This design comes from an exercise in tuning for small area, a short achievable clock period and few clock cycles on the open sky130 flow, not from production work. In this exercise RTL edits were held to simulation tests only and were not proved equivalent to the original. No activity file was given, so power comes from the tool's default toggle rates.

==> v25: inputs <==
// sparse_polynomial_add_subtract
module sparse_polynomial_add_subtract (
   input  logic        clock,
   input  logic        reset,
   input  logic        req_tvalid,
   output logic        req_tready,
   input  logic [47:0] req_tdata,    
   input  logic [2:0]  req_tuser,    
   output logic        rsp_tvalid,
   input  logic        rsp_tready,
   output logic [47:0] rsp_tdata,    
   output logic [2:0]  rsp_tuser,    
   output logic        rsp_tlast
);
Settings: LEC_CHECK=0, CAP_MARGIN=20, CORE_MARGIN=2, CORE_UTILIZATION=40, SLEW_MARGIN=20; clock period 10.5 ns.
run.sh (not shown) runs the stock make flow with config.mk's settings and CLKGATE_MAP_FILE= SYNTH_SCRIPT=/design/flow/synth_recipe.tcl, a recipe that flattens the netlist after the stock synthesis.
==> v26: changes against v25 <==
--- a/flow/design.v
+++ b/flow/design.v
@@ -2,12 +2,13 @@
    localparam int MAX_TERMS = 16;
    localparam int CNT_W     = $clog2(MAX_TERMS + 1);
    localparam int ADDR_W    = (MAX_TERMS > 1) ? $clog2(MAX_TERMS) : 1;
    localparam int COEF_W    = 32;
    localparam int EXPO_W    = 16;
    localparam int TERM_W    = EXPO_W + COEF_W;
+   localparam int SLOT_W    = TERM_W + 1;     
    localparam logic [2:0] CMD_CLEAR    = 3'd0;
    localparam logic [2:0] CMD_APPEND_A = 3'd1;
    localparam logic [2:0] CMD_APPEND_B = 3'd2;
    localparam logic [2:0] CMD_ADD      = 3'd3;
    localparam logic [2:0] CMD_SUB      = 3'd4;
    localparam logic [2:0] STATUS_OK         = 3'd0;
@@ -66,19 +67,19 @@
    output logic [2:0]                    rsp_status,
    output logic                          rsp_last,
    output logic                          a_wr_en,
    output logic                          b_wr_en,
    output logic [spa_pkg::ADDR_W-1:0]    a_wr_addr,
    output logic [spa_pkg::ADDR_W-1:0]    b_wr_addr,
-   output logic [spa_pkg::TERM_W-1:0]    wr_data,
+   output logic [spa_pkg::SLOT_W-1:0]    wr_data,
    output logic [spa_pkg::MAX_TERMS-1:0] a_rd_sel,
    output logic [spa_pkg::MAX_TERMS-1:0] b_rd_sel,
-   input  logic [spa_pkg::TERM_W-1:0]    a_rd_data,
-   input  logic [spa_pkg::TERM_W-1:0]    b_rd_data,
-   input  logic [spa_pkg::TERM_W-1:0]    a_word0,
-   input  logic [spa_pkg::TERM_W-1:0]    b_word0
+   input  logic [spa_pkg::SLOT_W-1:0]    a_rd_data,
+   input  logic [spa_pkg::SLOT_W-1:0]    b_rd_data,
+   input  logic [spa_pkg::SLOT_W-1:0]    a_word0,
+   input  logic [spa_pkg::SLOT_W-1:0]    b_word0
 );
    localparam int TW = spa_pkg::TERM_W;
    localparam int CW = spa_pkg::COEF_W;
    localparam int EW = spa_pkg::EXPO_W;
    localparam int NW = spa_pkg::CNT_W;
    localparam int MT = spa_pkg::MAX_TERMS;
@@ -90,18 +91,18 @@
    logic                 clr_pend_ff;       
    logic [1:0]           mode_ff;
    logic                 neg_ff;
    logic [NW-1:0]        ia_ff, ib_ff;      
    logic [NW-1:0]        pa_ff, pb_ff;      
    logic [MT-1:0]        a_sel_ff, b_sel_ff;  
-   logic                 a_use0_ff, b_use0_ff;  
-   logic [TW-1:0]        a_cur_ff, b_cur_ff;
+   logic                 a_stale_ff, b_stale_ff;  
+   logic [TW:0]          a_cur_ff, b_cur_ff;   
    logic                 any_ff;            
-   logic                 p_valid_ff, p_dec_ff, p_sub_ff;
+   logic                 p_valid_ff, p_dec_ff;
    logic [EW-1:0]        p_expo_ff;
-   logic [CW-1:0]        p_l_ff, p_r_ff;
+   logic [CW:0]          p_val_ff;
    logic [2:0]           p_status_ff;
    logic                 o_valid_ff, o_last_ff;
    logic [TW-1:0]        o_data_ff;
    logic [2:0]           o_status_ff;
    logic                 s_valid_ff, s_last_ff;
    logic [TW-1:0]        s_data_ff;
@@ -121,28 +122,28 @@
    assign go      = !s_valid_ff;
    assign idle    = mode_ff == spa_pkg::MD_IDLE;
    assign is_add       = i_cmd_ff == spa_pkg::CMD_ADD;
    assign is_sub       = i_cmd_ff == spa_pkg::CMD_SUB;
    assign is_clear     = i_cmd_ff == spa_pkg::CMD_CLEAR;
    assign is_merge_cmd = is_add || is_sub;
-   assign consume       = go && idle && i_valid_ff;
+   assign consume       = go && idle && i_valid_ff && !(is_merge_cmd && (a_stale_ff || b_stale_ff));
    assign consume_clear = go && !idle && i_valid_ff && is_clear;
    assign start        = consume && is_merge_cmd && cnt_a_ff != '0 && cnt_b_ff != '0;
    assign active       = start || (go && !idle);
    assign neg_eff      = idle ? is_sub : neg_ff;
    assign step_mode    = idle ? spa_pkg::MD_MERGE : mode_ff;
-   assign op_a = a_use0_ff ? a_word0 : a_cur_ff;
-   assign op_b = b_use0_ff ? b_word0 : b_cur_ff;
+   assign op_a = a_cur_ff[TW-1:0];
+   assign op_b = b_cur_ff[TW-1:0];
    assign va0 = ia_ff < cnt_a_ff;
    assign va1 = pa_ff < cnt_a_ff;
    assign vb0 = ib_ff < cnt_b_ff;
    assign vb1 = pb_ff < cnt_b_ff;
-   assign za0 = op_a[CW-1:0] == '0;
-   assign zb0 = op_b[CW-1:0] == '0;
-   assign za1 = a_rd_data[CW-1:0] == '0;
-   assign zb1 = b_rd_data[CW-1:0] == '0;
+   assign za0 = a_cur_ff[TW];
+   assign zb0 = b_cur_ff[TW];
+   assign za1 = a_rd_data[TW];
+   assign zb1 = b_rd_data[TW];
    assign ea   = op_a[TW-1:CW];
    assign eb   = op_b[TW-1:CW];
    assign a_gt = ea > eb;
    assign b_gt = eb > ea;
    assign cancel = neg_eff ? (op_a[CW-1:0] == op_b[CW-1:0])
                            : (((op_a[CW-1:0] ^ op_b[CW-1:0]) ==
@@ -201,17 +202,18 @@
          end
       endcase
    end
    logic       direct;
    logic [2:0] direct_status;
    logic       app_a, app_b;
+   logic       app_a_ff, app_b_ff;
    logic       a_full, b_full;
    assign a_full = cnt_a_ff == NW'(MT);
    assign b_full = cnt_b_ff == NW'(MT);
-   assign app_a  = consume && i_cmd_ff == spa_pkg::CMD_APPEND_A && !a_full;
-   assign app_b  = consume && i_cmd_ff == spa_pkg::CMD_APPEND_B && !b_full;
+   assign app_a  = app_a_ff;
+   assign app_b  = app_b_ff;
    always_comb begin
       direct        = 1'b0;
       direct_status = spa_pkg::STATUS_OK;
       if (consume) begin
          case (i_cmd_ff)
             spa_pkg::CMD_APPEND_A: begin
@@ -240,49 +242,58 @@
       end
    end
    assign a_wr_en   = app_a;
    assign b_wr_en   = app_b;
    assign a_wr_addr = cnt_a_ff[spa_pkg::ADDR_W-1:0];
    assign b_wr_addr = cnt_b_ff[spa_pkg::ADDR_W-1:0];
-   assign wr_data   = i_data_ff;
+   assign wr_data   = {i_data_ff[CW-1:0] == '0, i_data_ff};
    assign a_rd_sel  = a_sel_ff;
    assign b_rd_sel  = b_sel_ff;
    logic          m_prod, m_zero, any_prev;
    logic          new_valid, new_dec;
    logic [EW-1:0] new_expo;
-   logic [CW-1:0] new_l, new_r;
-   logic          new_sub;
+   logic signed [CW:0] a_ext, b_ext, b_neg, ab_sum, new_val;
    logic          p_rel, rel_last, p_load;
-   logic signed [CW:0] p_sum;
    logic [TW-1:0] p_item;
    assign any_prev  = !idle && any_ff;
    assign m_prod    = active && prod;
    assign m_zero    = active && final_step && !prod && !any_prev;
    assign new_valid = m_prod || m_zero || direct;
    assign new_dec   = final_step || direct;
+   assign a_ext     = {op_a[CW-1], op_a[CW-1:0]};
+   assign b_ext     = {op_b[CW-1], op_b[CW-1:0]};
+   assign b_neg     = -b_ext;
+   assign ab_sum    = neg_eff ? (a_ext - b_ext) : (a_ext + b_ext);
    assign new_expo  = !m_prod ? '0 : sel_b ? op_b[TW-1:CW] : op_a[TW-1:CW];
-   assign new_l     = (m_prod && !sel_b) ? op_a[CW-1:0] : '0;
-   assign new_r     = (m_prod && (sel_b || sel_s)) ? op_b[CW-1:0] : '0;
-   assign new_sub   = neg_eff && (sel_b || sel_s);
+   assign new_val   = !m_prod ? '0 : sel_s ? ab_sum : !sel_b ? a_ext : neg_eff ? b_neg : b_ext;
    assign p_rel    = go && p_valid_ff && (p_dec_ff || (active && (prod || final_step)));
    assign rel_last = p_dec_ff || !prod;
    assign p_load   = new_valid;
-   assign p_sum  = p_sub_ff ? ({p_l_ff[CW-1], p_l_ff} - {p_r_ff[CW-1], p_r_ff})
-                            : ({p_l_ff[CW-1], p_l_ff} + {p_r_ff[CW-1], p_r_ff});
-   assign p_item = {p_expo_ff, spa_pkg::sat32(p_sum)};
+   assign p_item = {p_expo_ff, spa_pkg::sat32(p_val_ff)};
    logic          o_free;
    logic          i_valid_in, s_valid_in, o_valid_in, p_valid_in;
    logic [2:0]    i_cmd_in;
    logic [1:0]    mode_in;
+   logic          merge_cmd_in, stale_in, reload;
+   logic          clr_now, consume_in;
+   logic [NW-1:0] cnt_a_in, cnt_b_in;
    assign o_free     = !o_valid_ff || rsp_tready;
    assign i_valid_in = rdy_ff ? req_tvalid : (i_valid_ff && !consume_clear);
    assign i_cmd_in   = rdy_ff ? req_command : i_cmd_ff;
    assign s_valid_in = o_free ? 1'b0 : (s_valid_ff || p_rel);
    assign o_valid_in = o_free ? (s_valid_ff || p_rel) : 1'b1;
    assign p_valid_in = p_load ? 1'b1 : (p_rel ? 1'b0 : p_valid_ff);
    assign mode_in    = active ? (final_step ? spa_pkg::MD_IDLE : next_mode) : mode_ff;
+   assign merge_cmd_in = i_cmd_in == spa_pkg::CMD_ADD || i_cmd_in == spa_pkg::CMD_SUB;
+   assign stale_in   = (app_a && cnt_a_ff == '0) || (app_b && cnt_b_ff == '0);
+   assign reload     = (idle && !start) || (active && final_step);
+   assign clr_now    = (consume && is_clear) || (active && final_step && (clr_pend_ff || consume_clear));
+   assign cnt_a_in   = clr_now ? '0 : cnt_a_ff + NW'(app_a);
+   assign cnt_b_in   = clr_now ? '0 : cnt_b_ff + NW'(app_b);
+   assign consume_in = !s_valid_in && mode_in == spa_pkg::MD_IDLE && i_valid_in &&
+                       !(merge_cmd_in && stale_in);
    always_ff @(posedge clock) begin
       if (reset) begin
          rdy_ff      <= 1'b1;
          i_valid_ff  <= 1'b0;
          cnt_a_ff    <= '0;
          cnt_b_ff    <= '0;
@@ -291,57 +302,55 @@
          ia_ff       <= '0;
          ib_ff       <= '0;
          pa_ff       <= NW'(1);
          pb_ff       <= NW'(1);
          a_sel_ff    <= MT'(2);
          b_sel_ff    <= MT'(2);
-         a_use0_ff   <= 1'b1;
-         b_use0_ff   <= 1'b1;
+         a_stale_ff  <= 1'b0;
+         b_stale_ff  <= 1'b0;
+         app_a_ff    <= 1'b0;
+         app_b_ff    <= 1'b0;
          any_ff      <= 1'b0;
          p_valid_ff  <= 1'b0;
          o_valid_ff  <= 1'b0;
          s_valid_ff  <= 1'b0;
       end else begin
          rdy_ff     <= !i_valid_in || !s_valid_in &&
-                       (mode_in == spa_pkg::MD_IDLE || i_cmd_in == spa_pkg::CMD_CLEAR);
+                       (mode_in == spa_pkg::MD_IDLE && !(merge_cmd_in && stale_in) ||
+                        i_cmd_in == spa_pkg::CMD_CLEAR);
+         a_stale_ff <= app_a && cnt_a_ff == '0;
+         b_stale_ff <= app_b && cnt_b_ff == '0;
          i_valid_ff <= i_valid_in;
          mode_ff    <= mode_in;
          p_valid_ff <= p_valid_in;
          o_valid_ff <= o_valid_in;
          s_valid_ff <= s_valid_in;
-         if ((consume && is_clear) || (active && final_step && (clr_pend_ff || consume_clear))) begin
-            cnt_a_ff <= '0;
-            cnt_b_ff <= '0;
-         end else begin
-            if (app_a) cnt_a_ff <= cnt_a_ff + 1'b1;
-            if (app_b) cnt_b_ff <= cnt_b_ff + 1'b1;
-         end
+         cnt_a_ff   <= cnt_a_in;
+         cnt_b_ff   <= cnt_b_in;
+         app_a_ff   <= consume_in && i_cmd_in == spa_pkg::CMD_APPEND_A && cnt_a_in != NW'(MT);
+         app_b_ff   <= consume_in && i_cmd_in == spa_pkg::CMD_APPEND_B && cnt_b_in != NW'(MT);
          clr_pend_ff <= (clr_pend_ff || consume_clear) && !(active && final_step);
          if (active) begin
             any_ff <= !final_step && (any_prev || prod);
             if (final_step) begin
                ia_ff     <= '0;
                ib_ff     <= '0;
                pa_ff     <= NW'(1);
                pb_ff     <= NW'(1);
                a_sel_ff  <= MT'(2);
                b_sel_ff  <= MT'(2);
-               a_use0_ff <= 1'b1;
-               b_use0_ff <= 1'b1;
             end else begin
                if (adv_a) begin
                   ia_ff     <= ia_ff + 1'b1;
                   pa_ff     <= pa_ff + 1'b1;
                   a_sel_ff  <= a_sel_ff << 1;
-                  a_use0_ff <= 1'b0;
                end
                if (adv_b) begin
                   ib_ff     <= ib_ff + 1'b1;
                   pb_ff     <= pb_ff + 1'b1;
                   b_sel_ff  <= b_sel_ff << 1;
-                  b_use0_ff <= 1'b0;
                end
             end
          end
       end
    end
    always_ff @(posedge clock) begin
@@ -349,37 +358,41 @@
          i_cmd_ff  <= req_command;
          i_data_ff <= req_term;
       end
       if (start) begin
          neg_ff <= is_sub;
       end
-      if (active && adv_a) begin
-         a_cur_ff <= a_rd_data;
-      end
-      if (active && adv_b) begin
-         b_cur_ff <= b_rd_data;
+      if (reload) begin
+         a_cur_ff <= a_word0;
+         b_cur_ff <= b_word0;
+      end else begin
+         if (active && adv_a) begin
+            a_cur_ff <= a_rd_data;
+         end
+         if (active && adv_b) begin
+            b_cur_ff <= b_rd_data;
+         end
       end
       if (p_load) begin
          p_expo_ff   <= new_expo;
-         p_l_ff      <= new_l;
-         p_r_ff      <= new_r;
-         p_sub_ff    <= new_sub;
+         p_val_ff    <= new_val;
          p_status_ff <= direct ? direct_status : spa_pkg::STATUS_OK;
          p_dec_ff    <= new_dec;
       end
       if (o_free) begin
          if (s_valid_ff) begin
             o_data_ff   <= s_data_ff;
             o_status_ff <= s_status_ff;
             o_last_ff   <= s_last_ff;
-         end else if (p_rel) begin
+         end else begin
             o_data_ff   <= p_item;
             o_status_ff <= p_status_ff;
             o_last_ff   <= rel_last;
          end
-      end else if (p_rel) begin
+      end
+      if (!s_valid_ff) begin
          s_data_ff   <= p_item;
          s_status_ff <= p_status_ff;
          s_last_ff   <= rel_last;
       end
    end
    assign req_tready = rdy_ff;
@@ -401,23 +414,23 @@
    output logic [2:0]  rsp_tuser,    
    output logic        rsp_tlast
 );
    logic                       a_wr_en, b_wr_en;
    logic [spa_pkg::ADDR_W-1:0] a_wr_addr, b_wr_addr;
    logic [spa_pkg::MAX_TERMS-1:0] a_rd_sel, b_rd_sel;
-   logic [spa_pkg::TERM_W-1:0] wr_data, a_rd_data, b_rd_data, a_word0, b_word0;
-   spa_ram #(.DEPTH(spa_pkg::MAX_TERMS), .WIDTH(spa_pkg::TERM_W)) u_store_a (
+   logic [spa_pkg::SLOT_W-1:0] wr_data, a_rd_data, b_rd_data, a_word0, b_word0;
+   spa_ram #(.DEPTH(spa_pkg::MAX_TERMS), .WIDTH(spa_pkg::SLOT_W)) u_store_a (
       .clock   (clock),
       .wr_en   (a_wr_en),
       .wr_addr (a_wr_addr),
       .wr_data (wr_data),
       .rd_sel  (a_rd_sel),
       .rd_data (a_rd_data),
       .word0   (a_word0)
    );
-   spa_ram #(.DEPTH(spa_pkg::MAX_TERMS), .WIDTH(spa_pkg::TERM_W)) u_store_b (
+   spa_ram #(.DEPTH(spa_pkg::MAX_TERMS), .WIDTH(spa_pkg::SLOT_W)) u_store_b (
       .clock   (clock),
       .wr_en   (b_wr_en),
       .wr_addr (b_wr_addr),
       .wr_data (wr_data),
       .rd_sel  (b_rd_sel),
       .rd_data (b_rd_data),
==> flow/flow/run.sh (new file) <==
#!/bin/bash
set -euo pipefail
bash standard.sh SETUP_SLACK_MARGIN=6.8 finish > standard.log 2>&1
==> flow/standard.sh (new file) <==
#!/bin/bash
# synth_recipe.tcl (not shown) runs the flow's synth.tcl, then flattens the netlist and writes it again
# the make line also repeats each setting of config.mk as NAME=value (left out here)
make -C /OpenROAD-flow-scripts/flow DESIGN_CONFIG=/design/flow/config.mk WORK_HOME=/design/flow/orfs CLKGATE_MAP_FILE= SYNTH_SCRIPT=/design/flow/synth_recipe.tcl "${@:-finish}"
--- a/flow/config.mk
+++ b/flow/config.mk
@@ -4,8 +4,8 @@
 export VERILOG_FILES = /design/flow/design.v
 export SDC_FILE = /design/flow/constraint.sdc
 export NUM_CORES = 4
 export LEC_CHECK = 0
 export CAP_MARGIN = 20
 export CORE_MARGIN = 2
-export CORE_UTILIZATION = 40
+export CORE_UTILIZATION = 60
 export SLEW_MARGIN = 20
removed: flow/run.sh
==> key figures <==
Run status
  • Result of the run: no timing/DRC/antenna violations

Clock tree
  • Post-CTS Resized: 167

Die
  • Die area: 129000 sq um

Global route
  • Largest net degree at the start of global routing: 75

Detailed routing
  • Number of vias after detailed routing: 47400

Setup path
  • Critical path peak fanout: 7
  • Launch instance of the worst register-to-register path: u_ctrl.b_cur_ff[21]

Cells and area
  • Post-route design area: 86800 sq um

Yosys
  • Avg Cell Area, Syn: 15.5 sq um

Pwr
  • Internal power contribution: 12500 uW
# the run above: v26

==> key figures <==
Clock tree
  • CTS root buf: sky130_fd_sc_hd__clkbuf_16
  • Post-CTS Resized: 0

Setup path
  • Worst EP required: 10.91 ns
  • Number of buffer and inverter stages on the critical path: 3

Global route
  • Largest net degree at the start of global routing: 87

Die
  • Die area: 187000 sq um

Run status
  • Result of the run: no timing/DRC/antenna violations

Detailed routing
  • Number of vias after detailed routing: 43100

Cells and area
  • Diodes inserted: 7
  • Post-route design area: 84400 sq um

Yosys
  • Avg Cell Area, Syn: 17.3 sq um
  • Async set-or-reset flop fraction in the synthesized netlist: 0
# the run above: v25

Testbench counts of v25, summed over its fixed seeds: cycles 29,309.
Testbench counts of v26, summed over its fixed seeds: cycles 29,326.

==> what the ideal ports hide <==
In the flow no input, the clock included, has a driving cell. The finished layouts below were timed again as built, in two steps. Step 1: set_driving_cell puts a clkbuf_16 on clock and a buf_2 on each other input, an assumption about the parent block. Step 2 also shifts input and output timing later by t, the mid clock arrival at the registers, as if the neighbouring blocks saw the same clock. Three values: no drivers, after step 1, after step 2; two values: the first two.
run | t, ns | slack for setup (ns) | latest minus earliest clock arrival (ns) | cell pins on the clock port's net
v25 | 0.887 | 4.412 / 4.412 / 4.412 | 0.059 / 0.059 | 1
v26 | 0.897 | 6.735 / 6.705 / 6.161 | 0.058 / 0.058 | 1
After both steps every run listed still meets setup and hold. For v26, which loses most, drivers alone change the setup slack by -0.030 ns; drivers and shift together by -0.574 ns.
